What follows belongs to an exercise in optimizing a design on an open flow for small area; a production flow would make more cautious choices.
In this exercise RTL edits were held to simulation tests only and were not proved equivalent to the original.
No activity file was given, so power comes from the tool's default toggle rates.

$ cat flow/config.mk
export PLATFORM = sky130hd
export DESIGN_NAME = ni_rx_top
export DESIGN_NICKNAME = ni_rx_top
export VERILOG_FILES = /design/flow/design.v
export SDC_FILE = /design/flow/constraint.sdc
export NUM_CORES = 4
export LEC_CHECK = 0
export CAP_MARGIN = 20
export CORE_MARGIN = 2
export CORE_UTILIZATION = 80
export CTS_BUF_LIST = sky130_fd_sc_hd__clkbuf_16
export CTS_CLUSTER_DIAMETER = 55
export CTS_CLUSTER_SIZE = 28
export SLEW_MARGIN = 20
export SYNTH_HIERARCHICAL = 1
export SYNTH_MINIMUM_KEEP_SIZE = 0
$ cat flow/standard.sh
#!/bin/bash
# synth_recipe.tcl (not shown) runs the flow's synth.tcl, then flattens the netlist and writes it again
# the make line also repeats each setting of config.mk as NAME=value (left out here)
make -C /OpenROAD-flow-scripts/flow DESIGN_CONFIG=/design/flow/config.mk WORK_HOME=/design/flow/orfs CLKGATE_MAP_FILE= SYNTH_SCRIPT=/design/flow/synth_recipe.tcl "${@:-finish}"
$ cat flow/flow/run.sh
#!/bin/bash
# Layout flow: the standard ORFS flow (standard.sh, unchanged synthesis)
# with two changes to how the layout is built:
#  - the port buffers are the library's smallest buffer (buf_1) instead of
#    the delay buffer that buffer_ports picks by default; every input and
#    output still gets its buffer;
#  - clock tree synthesis is run without dummy loads, with the same buffer
#    and clustering settings as config.mk gives.
# Each tool's output goes to the ORFS logs under orfs/logs; the make output
# as a whole is kept in standard.log in this folder.
set -euo pipefail
export BUFFER_PORTS_ARGS="-buffer_cell sky130_fd_sc_hd__buf_1"
export CTS_ARGS="-sink_clustering_enable -repair_clock_nets -dont_use_dummy_load -sink_clustering_size 28 -sink_clustering_max_diameter 55 -buf_list sky130_fd_sc_hd__clkbuf_16"
bash standard.sh finish > standard.log 2>&1
$ cat flow/constraint.sdc
create_clock -name core_clock -period 5.0 [get_ports {clk_axi}]
set_input_delay 1.0000 -clock core_clock [delete_from_list [all_inputs] [get_ports {clk_axi}]]
set_output_delay 1.0000 -clock core_clock [all_outputs]
set_load 0.01 [all_outputs]
$ cat flow/design.v
package ni_pkg;
  localparam int NumVirtChn    = 4;    
  localparam int BufDepth      = 8;    
  localparam int FlitDataWidth = 32;   
  localparam int XWidth        = 4;    
  localparam int YWidth        = 4;    
  localparam logic [31:0] RxVersionLabel = 32'h0052_5831;   
endpackage
module ni_aoi222 (
  input  logic [2:0] s,
  input  logic [2:0] d,
  output logic       y
);
  assign y = ~(|(s & d));
endmodule
module ni_nand4 (
  input  logic [3:0] a,
  output logic       y
);
  assign y = ~(&a);
endmodule
module ni_nand3 (
  input  logic [2:0] a,
  output logic       y
);
  assign y = ~(&a);
endmodule
module ni_pop_bit (
  input  logic [32:0] s,
  input  logic [32:0] d,
  output logic [2:0]  y    
);
  logic [10:0] t;
  for (genvar i = 0; i < 11; i++) begin : g_aoi
    ni_aoi222 u_aoi (.s(s[3*i +: 3]), .d(d[3*i +: 3]), .y(t[i]));
  end
  ni_nand4 u_n0 (.a(t[3:0]),  .y(y[0]));
  ni_nand4 u_n1 (.a(t[7:4]),  .y(y[1]));
  ni_nand3 u_n2 (.a(t[10:8]), .y(y[2]));
endmodule
module ni_ao22 #(parameter int W = 1) (
  input  logic         l,
  input  logic         h,
  input  logic [W-1:0] d,
  input  logic [W-1:0] q,
  output logic [W-1:0] y
);
  assign y = ({W{l}} & d) | ({W{h}} & q);
endmodule
import ni_pkg::*;
module ni_rx_top
#(
  parameter logic [XWidth-1:0] router_x_id = '0,   
  parameter logic [YWidth-1:0] router_y_id = '0    
) (
  input  logic        clk_axi,        
  input  logic        arst_axi,       
  input  logic        flit_valid_i,   
  input  logic [1:0]  flit_vc_i,      
  input  logic [1:0]  flit_type_i,    
  input  logic [31:0] flit_data_i,    
  output logic        flit_ready_o,   
  input  logic        csr_valid_i,    
  input  logic        csr_wr_i,       
  input  logic [15:0] csr_addr_i,     
  input  logic [31:0] csr_wdata_i,    
  output logic [31:0] csr_rdata_o,    
  output logic        csr_err_o,      
  output logic [3:0]  irq_vcs_o,      
  output logic        irq_trig_o      
);
  logic [3:0][7:0][32:0] mem, mem_nxt;
  logic [3:0][3:0]       cnt;         
  logic [3:0][7:0]       pkt;         
  logic [3:0][7:0]       pkt_nxt;
  logic [3:0]            pkt_ld, pkt_hd;
  logic [3:0][7:0]       sel;         
  logic [3:0][3:0]       cnt_up, cnt_dn;
  logic [3:0]            hold, push, pop_req, full, empty, head_old, ge_mask;
  logic                  head_in;
  logic              rd_req, wr_req, a_ok, rd_hit, err_ff, wr_err;
  logic              s_ver, s_x, s_y, s_irq, s_mode, s_mask, s_full;
  logic [3:0]        s_pkt;
  logic [4:0]        widx;            
  logic [31:0]       rdata_ff, rdata_nxt;
  logic [2:0]        mode_ff;
  logic [31:0]       mask_n_ff;       
  logic [31:0]       mask;
  logic              mask_hi_zero;
  assign head_in = ~(flit_type_i[0] ^ flit_type_i[1]);   
  for (genvar c = 0; c < 4; c++) begin : g_vc
    assign full[c]  = cnt[c][3];
    assign empty[c] = ~(cnt[c][3] | cnt[c][2] | cnt[c][1] | cnt[c][0]);
    assign push[c]  = flit_valid_i & (flit_vc_i == 2'(c)) & ~full[c];
    for (genvar k = 0; k < 7; k++) begin : g_sel
      assign sel[c][k] = (cnt[c][2:0] == 3'(k + 1));
    end
    assign sel[c][7] = cnt[c][3];
    assign hold[c] = ~push[c];
    for (genvar k = 0; k < 8; k++) begin : g_ent
      if (k == 0) begin : g_in
        for (genvar b = 0; b < 33; b++) begin : g_b
          ni_ao22 u_ld (.l(push[c]), .h(hold[c]), .d(b == 32 ? head_in : flit_data_i[b % 32]),
                        .q(mem[c][0][b]), .y(mem_nxt[c][0][b]));
        end
      end else begin : g_sh
        for (genvar b = 0; b < 33; b++) begin : g_b
          ni_ao22 u_ld (.l(push[c]), .h(hold[c]), .d(mem[c][k-1][b]),
                        .q(mem[c][k][b]), .y(mem_nxt[c][k][b]));
        end
      end
    end
    always_ff @(posedge clk_axi) mem[c] <= mem_nxt[c];
    assign pkt_ld[c] = push[c] & head_in;
    assign pkt_hd[c] = ~pkt_ld[c];
    for (genvar b = 0; b < 8; b++) begin : g_pb
      ni_ao22 u_pk (.l(pkt_ld[c]), .h(pkt_hd[c]), .d(flit_data_i[b]), .q(pkt[c][b]),
                    .y(pkt_nxt[c][b]));
    end
    for (genvar b = 0; b < 4; b++) begin : g_cnt
      if (b == 0) begin : g_b0
        assign cnt_up[c][0] = ~cnt[c][0];
        assign cnt_dn[c][0] = ~cnt[c][0];
      end else begin : g_bn
        assign cnt_up[c][b] = cnt[c][b] ^ (&cnt[c][b-1:0]);
        assign cnt_dn[c][b] = cnt[c][b] ^ ~(|cnt[c][b-1:0]);
      end
    end
    always_ff @(posedge clk_axi or posedge arst_axi) begin
      if (arst_axi) begin
        cnt[c] <= '0;
        pkt[c] <= '0;
      end else begin
        if (push[c] & ~(pop_req[c] & ~empty[c])) cnt[c] <= cnt_up[c];
        if (~push[c] & pop_req[c] & ~empty[c])   cnt[c] <= cnt_dn[c];
        pkt[c] <= pkt_nxt[c];
      end
    end
    always_comb begin
      head_old[c] = 1'b0;
      for (int k = 0; k < 8; k++) head_old[c] |= sel[c][k] & mem[c][k][32];
    end
    assign ge_mask[c] =
      (cnt[c][3] & ~mask[3]) | (~(cnt[c][3] ^ mask[3]) &
      ((cnt[c][2] & ~mask[2]) | (~(cnt[c][2] ^ mask[2]) &
      ((cnt[c][1] & ~mask[1]) | (~(cnt[c][1] ^ mask[1]) &
      (cnt[c][0] | ~mask[0]))))));
  end
  assign flit_ready_o = ~full[flit_vc_i];
  assign rd_req = csr_valid_i & ~csr_wr_i;
  assign wr_req = csr_valid_i & csr_wr_i;
  assign a_ok   = ~(|csr_addr_i[15:7]) & ~(|csr_addr_i[1:0]);
  assign widx   = csr_addr_i[6:2];
  assign mask   = ~mask_n_ff;
  assign s_ver  = rd_req & a_ok & (widx == 5'd0);
  assign s_x    = rd_req & a_ok & (widx == 5'd1);
  assign s_y    = rd_req & a_ok & (widx == 5'd2);
  assign s_irq  = rd_req & a_ok & (widx == 5'd3);
  assign s_mode = rd_req & a_ok & (widx == 5'd4);
  assign s_mask = rd_req & a_ok & (widx == 5'd5);
  assign s_full = rd_req & a_ok & (widx == 5'd6);
  for (genvar c = 0; c < 4; c++) begin : g_dec
    assign s_pkt[c]   = rd_req & a_ok & (widx == 5'(8 + c));
    assign pop_req[c] = rd_req & a_ok & (widx == 5'(16 + c));
  end
  assign rd_hit = s_ver | s_x | s_y | s_irq | s_mode | s_mask | s_full | (|s_pkt) |
                  (|(pop_req & ~empty));
  logic [32:0]       psel;
  logic [31:0][32:0] pdat;      
  logic [31:0][2:0]  ppart;
  logic [31:0]       reg_val;
  for (genvar c = 0; c < 4; c++) begin : g_ps
    for (genvar k = 0; k < 8; k++) begin : g_pk
      assign psel[c*8+k] = pop_req[c] & sel[c][k];
    end
  end
  assign psel[32] = ~rd_hit;
  for (genvar b = 0; b < 32; b++) begin : g_rb
    for (genvar c = 0; c < 4; c++) begin : g_pc
      for (genvar k = 0; k < 8; k++) begin : g_pk
        assign pdat[b][c*8+k] = mem[c][k][b];
      end
    end
    assign pdat[b][32] = rdata_ff[b];
    ni_pop_bit u_pop (.s(psel), .d(pdat[b]), .y(ppart[b]));
    assign rdata_nxt[b] = (|ppart[b]) | reg_val[b];
  end
  always_comb begin
    reg_val = '0;
    reg_val |= {32{s_ver}}  & RxVersionLabel;
    reg_val |= {32{s_x}}    & 32'(router_x_id);
    reg_val |= {32{s_y}}    & 32'(router_y_id);
    reg_val |= {32{s_irq}}  & 32'(irq_vcs_o);
    reg_val |= {32{s_mode}} & 32'(mode_ff);
    reg_val |= {32{s_mask}} & mask;
    reg_val |= {32{s_full}} & 32'(full);
    for (int c = 0; c < 4; c++) reg_val |= {32{s_pkt[c]}} & 32'(pkt[c]);
  end
  assign wr_err = wr_req & ~((csr_addr_i == 16'h0010) | (csr_addr_i == 16'h0014));
  always_ff @(posedge clk_axi or posedge arst_axi) begin
    if (arst_axi) begin
      err_ff    <= 1'b0;
      rdata_ff  <= '0;
      mode_ff   <= '0;
      mask_n_ff <= '0;
    end else begin
      if (rd_req) err_ff <= ~rd_hit;
      rdata_ff <= rdata_nxt;
      if (wr_req && csr_addr_i == 16'h0010) mode_ff   <= csr_wdata_i[2:0];
      if (wr_req && csr_addr_i == 16'h0014) mask_n_ff <= ~csr_wdata_i;
    end
  end
  assign csr_rdata_o = rdata_ff;
  assign csr_err_o   = err_ff | wr_err;
  assign mask_hi_zero = ~(|mask[31:4]);
  always_comb begin
    for (int c = 0; c < 4; c++) begin
      case (mode_ff)
        3'd1:    irq_vcs_o[c] = ~empty[c] & mask[0];
        3'd2:    irq_vcs_o[c] = full[c] & mask[0];
        3'd3:    irq_vcs_o[c] = mask_hi_zero & ge_mask[c];
        3'd4:    irq_vcs_o[c] = head_old[c];
        default: irq_vcs_o[c] = ~empty[c];
      endcase
    end
  end
  assign irq_trig_o = |irq_vcs_o;
endmodule
==> results of run 1 <==
-- state kept, by name, summed over array words and instances, names as in the netlist --
register   cells
rdata_ff      32
err_ff         1
mask_n_ff     32
mem         1056
cnt           16
pkt           32
mode_ff        3
-- metrics by stage --
stage	utilization, %	area [um^2]	total power, W	TNS (ps)	setup WS [ps]
finish	88.50	44400	0.01926	0	449.3
global route	88.48	44390	0.01981	0	439.9
CTS	88.48	44390	0.01910	0	558.8
detailed placement	85.68	42990	0.01442	0	448.1
global placement	85.67	42980	0.01408	0	590.5
floorplan	-	40810	0.01360	-3377710	-4024
-- cells by family (layout without fill, tap and decap cells) --
logic type / after synthesis / after routing / share of synthesized area [%]
AO/OA/AOI/OAI: 1594 / 1594 / 34.47
flip-flops: 1172 / 1172 / 59.00
AND/OR/NAND/NOR: 338 / 338 / 4.526
buffers and inverters: 56 / 282 / 0.5496
multiplexers: 21 / 21 / 0.8075
XOR/XNOR: 13 / 13 / 0.2794
adder cells (fa/ha/maj): 12 / 12 / 0.3684
other: 0 / 4 / 0
-- modules after synthesis (local to each module, per instance), a selection --
module	cells inside	flip-flops and latches	area, um^2
ni_nand3	1	0	5.005
ni_aoi222	1	0	10.01
ni_rx_top	1670	1172	27140
ni_nand4	1	0	6.256
ni_ao22	1	0	8.758
-- final timing paths --
kind	start	to	slack [ps]	cells after the start
max	cnt[1]	irq_trig_o	450	6
min	mem[925]	mem[958]	480	1
max reg2reg	cnt[8]	rdata_ff[0]	1540	10
min reg2reg	mem[925]	mem[958]	480	1
max in group asynchronous	arst_axi	err_ff	3560	3
min in group asynchronous	arst_axi	rdata_ff[19]	500	2
-- worst max-delay path: cells and delay by family (launching register included) --
family | cells | cell delay, ps
flops | 1 | 710
mux | 1 | 410
buf+inv | 1 | 140
compound gates | 3 | 1090
simple gates | 1 | 600
-- report_power, final --
| group | internal, W | switching [W] |
|---|---|---|
| Combinational | 0.00117 | 0.000673 |
| Sequential | 0.0110 | 0.00161 |
| Clock | 0.00199 | 0.00281 |
| Total | 0.0142 | 0.00509 |
-- per-layer routing --
metal	track usage (%)	part of all wire [%]
met1	61.35	34
met2	74.00	44
met3	14.34	15
met4	28.85	7.4
met5	0	0
-- Yosys cell counts (all sizes together) (9+ instances only) --
| cell type | n | area, um^2 |
|---|---|---|
| clkbuf | 28 | 105.1 |
| buf | 9 | 47.54 |
| nor3 | 38 | 190.2 |
| inv | 17 | 63.81 |
| o21ai | 41 | 205.2 |
| nand3 | 39 | 195.2 |
| o211ai | 11 | 82.58 |
| xnor2 | 11 | 96.34 |
| ha | 12 | 150.1 |
| a222oi | 352 | 3523 |
| nand2b | 10 | 62.56 |
| nand2 | 31 | 116.4 |
| a21oi | 44 | 220.2 |
| dfxtp | 1056 | 21140 |
| a22o | 1089 | 9538 |
| nor2 | 75 | 281.5 |
| nand4 | 77 | 481.7 |
| mux4 | 9 | 202.7 |
| nor4 | 14 | 100.1 |
| nand3b | 15 | 112.6 |
| dfrtp | 116 | 2903 |
-- cell type report --
| cell class | instances | area [um^2] |
|---|---|---|
| Timing Repair Buffer | 207 | 1252 |
| Fill cell | 2172 | 5772 |
| Tap cell | 672 | 840.8 |
| Sequential cell | 1172 | 24040 |
| Inverter | 19 | 103.9 |
| Antenna cell | 4 | 10.01 |
| Clock buffer | 56 | 1401 |
| Multi-Input combinational cell | 1978 | 16750 |
==> PnR_summary.wiki, run 1 <==
{| class="wikitable"
! Metric !! Value
|-
| Leading cell type in the layout, fill and taps excluded || sky130_fd_sc_hd__a22o_1
|-
| # H-tree levels || 2
|-
| Number of rows created at floorplan || 82
|-
| Count of maximum capacitance violations || 0
|-
| Global-route wire length before repair || 199800 um
|-
| Outcome || finished clean
|-
| Resized cells post-CTS || 0
|-
| Clock skew || around 62 ps
|-
| Post-synth ARST share || 9.898%
|-
| Class of the most critical hold timing path || flip-flop to flip-flop
|-
| Post-CTS Hold Fix Bufs || 0
|-
| Height of the die || roughly 230 um
|-
| Power density over the cells || ~430 nW/um^2
|-
| Commonest cells after routing, fill and taps aside || sky130_fd_sc_hd__a22o_1, sky130_fd_sc_hd__dfxtp_1, sky130_fd_sc_hd__a222oi_1
|-
| WL final || roughly 130000 um
|-
| Count of unique library cells instantiated by Yosys || 68
|-
| Area of the core || 50170 um^2
|-
| Number of design-rule violations left by the first detailed-router iteration || about 7500
|-
| Area Overhead vs Synth || 8.953%
|-
| Kind of end point of the critical path || output port
|-
| Reg clk slew, reported paths || roughly 70 ps
|-
| Net count, final || ~3500
|-
| Clock insertion delay at the later pin of the skew report || roughly 670 ps
|-
| Launching element type of the critical path || flip-flop
|-
| Largest fanout of any net on the critical path || 15
|-
| Post-synthesis instance area || just over 40000 um^2
|-
| Crit path largest cell delay || around 700 ps
|-
| Largest net degree at the start of global routing || between 200 and 250
|-
| Clock Tree Buf Depth || 3
|-
| IO Count || approximately 130
|-
| Vias in the first global route || approximately 34000
|-
| Count of final hold-check violations || 0
|-
| Count of buffers from port buffering || around 130
|-
| Total via count in the routed design || about 35000
|-
| Clk Tree Root Cell || sky130_fd_sc_hd__clkbuf_16
|-
| Antenna-violating nets left || 0
|-
| Total instance count after detailed placement || between 4000 and 5000
|-
| Number of standard cells in the layout, taps in and fillers out || between 4000 and 5000
|-
| Maximum clock frequency || 219.7 MHz
|-
| Global placement routability congestion || 0.9731
|-
| Static Leakage || around 17 nW
|-
| Detailed-routing iteration count for the pre-antenna-repair pass || 14
|-
| Normalized max-slew margin || 13.47%
|-
| Hold_ws || 479.8 ps
|-
| Total track usage || between 40% and 50%
|-
| Layout cell share with drive strength beyond 1 || 6.031%
|-
| Total congestion overflow after global routing || 0
|-
| Remaining routing DRC violations || 0
|-
| Actual slew at the worst max-slew pin || ~1300 ps
|-
| Routed length per placed instance || approximately 32 um
|-
| Number of standard cells after synthesis || ~3200
|-
| Initial core utilization || between 80% and 90%
|-
| Clock tree from TritonCTS || done
|-
| Average cell area after synthesis || around 13 um^2
|-
| Warnings, synthesis || 7
|-
| Cell with the largest stage delay on the worst path || sky130_fd_sc_hd__dfrtp_1
|-
| TritonCTS Buffers || 56
|-
| Final slew viol count || 0
|-
| Antenna violations before repair || 2
|-
| Number of synthesized flops with an enable pin || 0
|-
| Number of register bits inferred by synthesis || between 1000 and 1500
|-
| Buffer count from post-CTS setup fixing || 0
|-
| Part of the Yosys area used for sequential elements || approximately three fifths
|-
| Sequence of cells on the critical path || mux2_2, a32o_1, a211oi_1, o221ai_1, or4_1, buf_1
|-
| Setup Crit Path Kind || flip-flop to output port
|-
| Synth Flop Type || sky130_fd_sc_hd__dfxtp_1
|-
| Arrival time of the worst setup path || 3550 ps
|-
| Worst-case vdd ir drop || between 0.5 and 0.6 mV
|-
| Count of clock tree sinks || roughly 1200
|-
| Ratio of final minimum period to clock period || 91.01%
|-
| Half-perimeter wire length of the detailed placement result || slightly below 80000 um
|-
| Nets in the synthesized netlist || between 3000 and 4000
|-
| Vias per std cell || around 8.5
|-
| Unrepaired setup endpoints after global routing || false
|-
| Time the final worst path needs with I/O delays and setup || 4551 ps
|-
| Die X || about 230 um
|-
| Die area || 52760 um^2
|-
| Worst path required time || approximately 4000 ps
|-
| Number of failing setup endpoints in the final timing report || 0
|}
==> run 2: changes to the inputs <==
--- a/flow/flow/run.sh
+++ b/flow/flow/run.sh
@@ -11,4 +11,4 @@
 set -euo pipefail
 export BUFFER_PORTS_ARGS="-buffer_cell sky130_fd_sc_hd__buf_1"
-export CTS_ARGS="-sink_clustering_enable -repair_clock_nets -dont_use_dummy_load -sink_clustering_size 28 -sink_clustering_max_diameter 55 -buf_list sky130_fd_sc_hd__clkbuf_16"
+export CTS_ARGS="-sink_clustering_enable -repair_clock_nets -dont_use_dummy_load -sink_clustering_size 30 -sink_clustering_max_diameter 60 -buf_list sky130_fd_sc_hd__clkbuf_16"
 bash standard.sh finish > standard.log 2>&1
==> flow/config.mk (replaced) <==
export PLATFORM = sky130hd
export DESIGN_NAME = ni_rx_top
export DESIGN_NICKNAME = ni_rx_top
export VERILOG_FILES = /design/flow/design.v
export SDC_FILE = /design/flow/constraint.sdc
export NUM_CORES = 4
export LEC_CHECK = 0
export CAP_MARGIN = 0
export CORE_MARGIN = 2
export CORE_UTILIZATION = 70
export CTS_BUF_LIST = sky130_fd_sc_hd__clkbuf_16
export CTS_CLUSTER_DIAMETER = 60
export CTS_CLUSTER_SIZE = 30
export SLEW_MARGIN = 0
export SYNTH_HIERARCHICAL = 1
export SYNTH_MINIMUM_KEEP_SIZE = 0
==> run 2 against run 1 <==
  * Cell count grew 2.1%
  * Worst setup slack gained 210 ps
  * Sequential share of layout area shrank 0.23 points
  * Clock-buffer cell count shrank 2
  * Clock skew grew 8.4 ps
  * First-iteration DRC count shrank 26%
  * Design area grew 0.42%
  * Largest power group unchanged
==> PnR_summary.wiki, run 2 <==
{| class="wikitable"
! Metric !! Value
|-
| Outcome || finished clean
|-
| Post-synthesis instance area || 40750 um^2
|-
| Count of maximum capacitance violations || 0
|-
| Number of failing setup endpoints in the final timing report || 0
|-
| Time the final worst path needs with I/O delays and setup || 4342 ps
|-
| Antenna-violating nets left || 0
|-
| Warnings, synthesis || 7
|-
| Net count, final || about 3500
|-
| Worst Reg-to-Reg Cells || 9
|-
| Number of design-rule violations left by the first detailed-router iteration || ~5500
|-
| Height of the die || roughly 250 um
|-
| Number of register bits inferred by synthesis || roughly 1200
|-
| Nets in the synthesized netlist || 3307
|-
| Area of the core || approximately 58000 um^2
|-
| Ratio of final minimum period to clock period || around 87%
|-
| Final slew viol count || 0
|-
| Actual slew at the worst max-slew pin || between 1000 and 1500 ps
|-
| Half-perimeter wire length of the detailed placement result || about 77000 um
|-
| TritonCTS Buffers || 54
|-
| Count of buffers from port buffering || roughly 130
|-
| Buffer count from post-CTS setup fixing || 0
|-
| Maximum clock frequency || roughly 230 MHz
|-
| Largest register by flop count || mem
|-
| Normalized max-slew margin || 12.59%
|-
| Vias in the first global route || around 32000
|-
| Detailed-routing iteration count for the pre-antenna-repair pass || 10
|-
| Die area || roughly 60000 um^2
|-
| Total inserted antenna cells || 0
|-
| Synth Flop Type || sky130_fd_sc_hd__dfxtp_1
|-
| Clock tree from TritonCTS || done
|-
| Total congestion overflow after global routing || 0
|-
| Count of clock tree sinks || 1172
|-
| Worst R2R End || rdata_ff[3]
|-
| Commonest cells after routing, fill and taps aside || sky130_fd_sc_hd__a22o_1, sky130_fd_sc_hd__dfxtp_1, sky130_fd_sc_hd__a222oi_1
|-
| Power density over the cells || between 400 and 500 nW/um^2
|-
| Layout cell share with drive strength beyond 1 || 6.004%
|-
| Global placement routability congestion || 0.9334
|-
| Initial core utilization || 70.77%
|-
| Share of Yosys cell area claimed by the top area cell type || about half
|-
| Clock insertion delay at the later pin of the skew report || around 660 ps
|-
| Count of final hold-check violations || 0
|-
| R2R setup slack || between 1500 and 2000 ps
|-
| Cell with the most instances after synthesis || sky130_fd_sc_hd__a22o_1
|-
| Pwr Total || roughly 0.019 W
|-
| Clock skew || around 71 ps
|-
| Largest net degree at the start of global routing || 260
|-
| Total track usage || 40.94%
|-
| Count of unique library cells instantiated by Yosys || 68
|-
| Post-synth ARST share || under 10%
|-
| Unrepaired setup endpoints after global routing || false
|-
| Arrival time of the worst setup path || around 3300 ps
|-
| Average cell area after synthesis || roughly 13 um^2
|-
| Kind of end point of the critical path || output port
|-
| Static Leakage || roughly 17 nW
|-
| Leading cell type in the layout, fill and taps excluded || sky130_fd_sc_hd__a22o_1
|-
| Resized cells post-CTS || 0
|-
| Routed length per placed instance || roughly 30 um
|-
| Largest cells by area after synthesis || sky130_fd_sc_hd__dfxtp_1, sky130_fd_sc_hd__a22o_1, sky130_fd_sc_hd__a222oi_1, sky130_fd_sc_hd__dfrtp_1, sky130_fd_sc_hd__nand4_1
|-
| Antenna violations before repair || 2
|-
| Post-CTS Hold Fix Bufs || 0
|-
| Largest fanout of any net on the critical path || 15
|-
| IO Count || around 130
|-
| Final Util || between 70% and 80%
|-
| Number of synthesized flops with an enable pin || 0
|-
| Class of the most critical hold timing path || flip-flop to flip-flop
|-
| Clk Tree Root Cell || sky130_fd_sc_hd__clkbuf_16
|-
| Remaining routing DRC violations || 0
|-
| # H-tree levels || 2
|-
| Hold Path Sink || mem[784]
|-
| Clock Tree Buf Depth || 3
|-
| Dominant cell type by area after synthesis || sky130_fd_sc_hd__dfxtp_1
|-
| Number of standard cells after synthesis || roughly 3200
|-
| Die X || roughly 250 um
|-
| Area Overhead vs Synth || 9.411%
|-
| Number of rows created at floorplan || 88
|-
| Total via count in the routed design || between 30000 and 40000
|-
| WL final || ~130000 um
|-
| Startpoint of the tightest hold check path || mem[784]
|-
| Worst Hold Depth || 1
|-
| Worst path required time || ~4000 ps
|-
| Critical register-to-register path startpoint || cnt[8]
|-
| Part of the Yosys area used for sequential elements || 59.00%
|-
| Vias per std cell || roughly 8
|-
| Worst-case vdd ir drop || between 0.3 and 0.4 mV
|-
| Launching element type of the critical path || flip-flop
|-
| Top post-synthesis cells by count || sky130_fd_sc_hd__a22o_1, sky130_fd_sc_hd__dfxtp_1, sky130_fd_sc_hd__a222oi_1, sky130_fd_sc_hd__dfrtp_1, sky130_fd_sc_hd__nand4_1
|-
| Setup Crit Path Kind || flip-flop to output port
|-
| Reg clk slew, reported paths || approximately 80 ps
|-
| Global-route wire length before repair || around 190000 um
|-
| Number of flip-flops under the largest register name || between 1000 and 1500
|}
## run 2: cell counts after synthesis
No cell type changed its count.
## run 2: where the power goes
part           switching (W)  leakage [nW]  internal [W]
clock                0.00280         0.665       0.00193
sequential           0.00147          10.1        0.0110
combinational       0.000585          6.50       0.00117
total                0.00486          17.3        0.0141
## run 2: logic make-up after synthesis
| group | synth area share (%) |
|---|---|
| AO/OA/AOI/OAI | 34.47 |
| flip-flops | 59.00 |
| AND/OR/NAND/NOR | 4.526 |
| buffers and inverters | 0.5496 |
| multiplexers | 0.8075 |
| XOR/XNOR | 0.2794 |
| adder cells (fa/ha/maj) | 0.3684 |
## run 2: worst max-delay path: stages (launching register included)
cell	delay (ps)
sky130_fd_sc_hd__dfrtp_1	700
sky130_fd_sc_hd__mux2_2	410
sky130_fd_sc_hd__a32o_1	250
sky130_fd_sc_hd__a211oi_1	400
sky130_fd_sc_hd__o221ai_1	270
sky130_fd_sc_hd__or4_1	560
sky130_fd_sc_hd__buf_1	140
## run 2: modules after synthesis, one instance, submodules excluded, excerpt
module     cells  area [um^2]
ni_rx_top   1670        27140
ni_nand3       1        5.005
ni_ao22        1        8.758
ni_aoi222      1        10.01
ni_nand4       1        6.256
## run 2: layout make-up
class	count	area (um^2)
flip-flops and latches	1172	24040
multi-input cells	1978	16740
fillers	3795	13000
clock buffers	54	1351
well taps	765	957.2
repair buffers	208	1385
inverters	19	106.4
## run 2: worst max-delay path by stage
stage / start / slack (ps) / cells past startpoint / end
after global routing: cnt[1] / 620 / 6 / irq_trig_o
after floorplan: flit_vc_i[1] / -4020 / 5 / pkt[16]
after detailed placement: csr_addr_i[6] / 590 / 10 / rdata_ff[3]
after global placement: csr_addr_i[6] / 610 / 10 / rdata_ff[3]
final: cnt[1] / 660 / 6 / irq_trig_o
after CTS: cnt[1] / 690 / 6 / irq_trig_o
## run 2: through the flow
stage	std cells	hold slack (ps)	TNS, ps	setup slack, ps	cell area [um^2]
3_5_place_dp	4142	454.2	0	593.5	43230
6_report	4196	478.5	0	658.1	44590
2_1_floorplan	3206	438.3	-3377710	-4024	40810
4_1_cts	4196	479.0	0	685.5	44590
5_1_grt	4196	491.6	0	623.0	44590
3_3_place_gp	4142	451.7	0	606.3	43230
## run 2: layer usage
layer,wire length [um],up-vias,GRT usage [%]
met5,10,-,0
li1,-,14350,-
met1,48280,16750,56.27
met3,16420,450,9.064
met4,6330,2,18.96
met2,55920,2273,61.96

port drivers added, routing unchanged:
No port has a modelled driver above. Below, the same layouts with a new extraction and two added sets of constraints. Step 1 sets driving cells, clkbuf_16 on the clock port and buf_2 on the other inputs (assumed; they add their load-dependent delay and slew). Step 2 adds t to the input delays and takes it off the output delays; t is the mean of the earliest and latest rising clock arrival at the registers after step 1. Input paths then give back, and output paths get back, about the clock's delay inside the block. a / b / c = no drivers / after step 1 / after step 2; a / b = the first two.
| run | t (ns) | slack for setup (ns) | hold slack, ns | worst slew at a driven data input, ns |
|---|---|---|---|---|
| run 1 | 0.701 | 0.449 / 0.385 / 0.326 | 0.480 / 0.458 / 0.480 | 0.05 |
| run 2 | 0.698 | 0.658 / 0.590 / 0.500 | 0.478 / 0.455 / 0.478 | 0.06 |
After both steps every run listed still meets setup and hold. The setup slack of run 2, which loses most, moves by -0.068 ns with the drivers and by -0.158 ns with both steps.
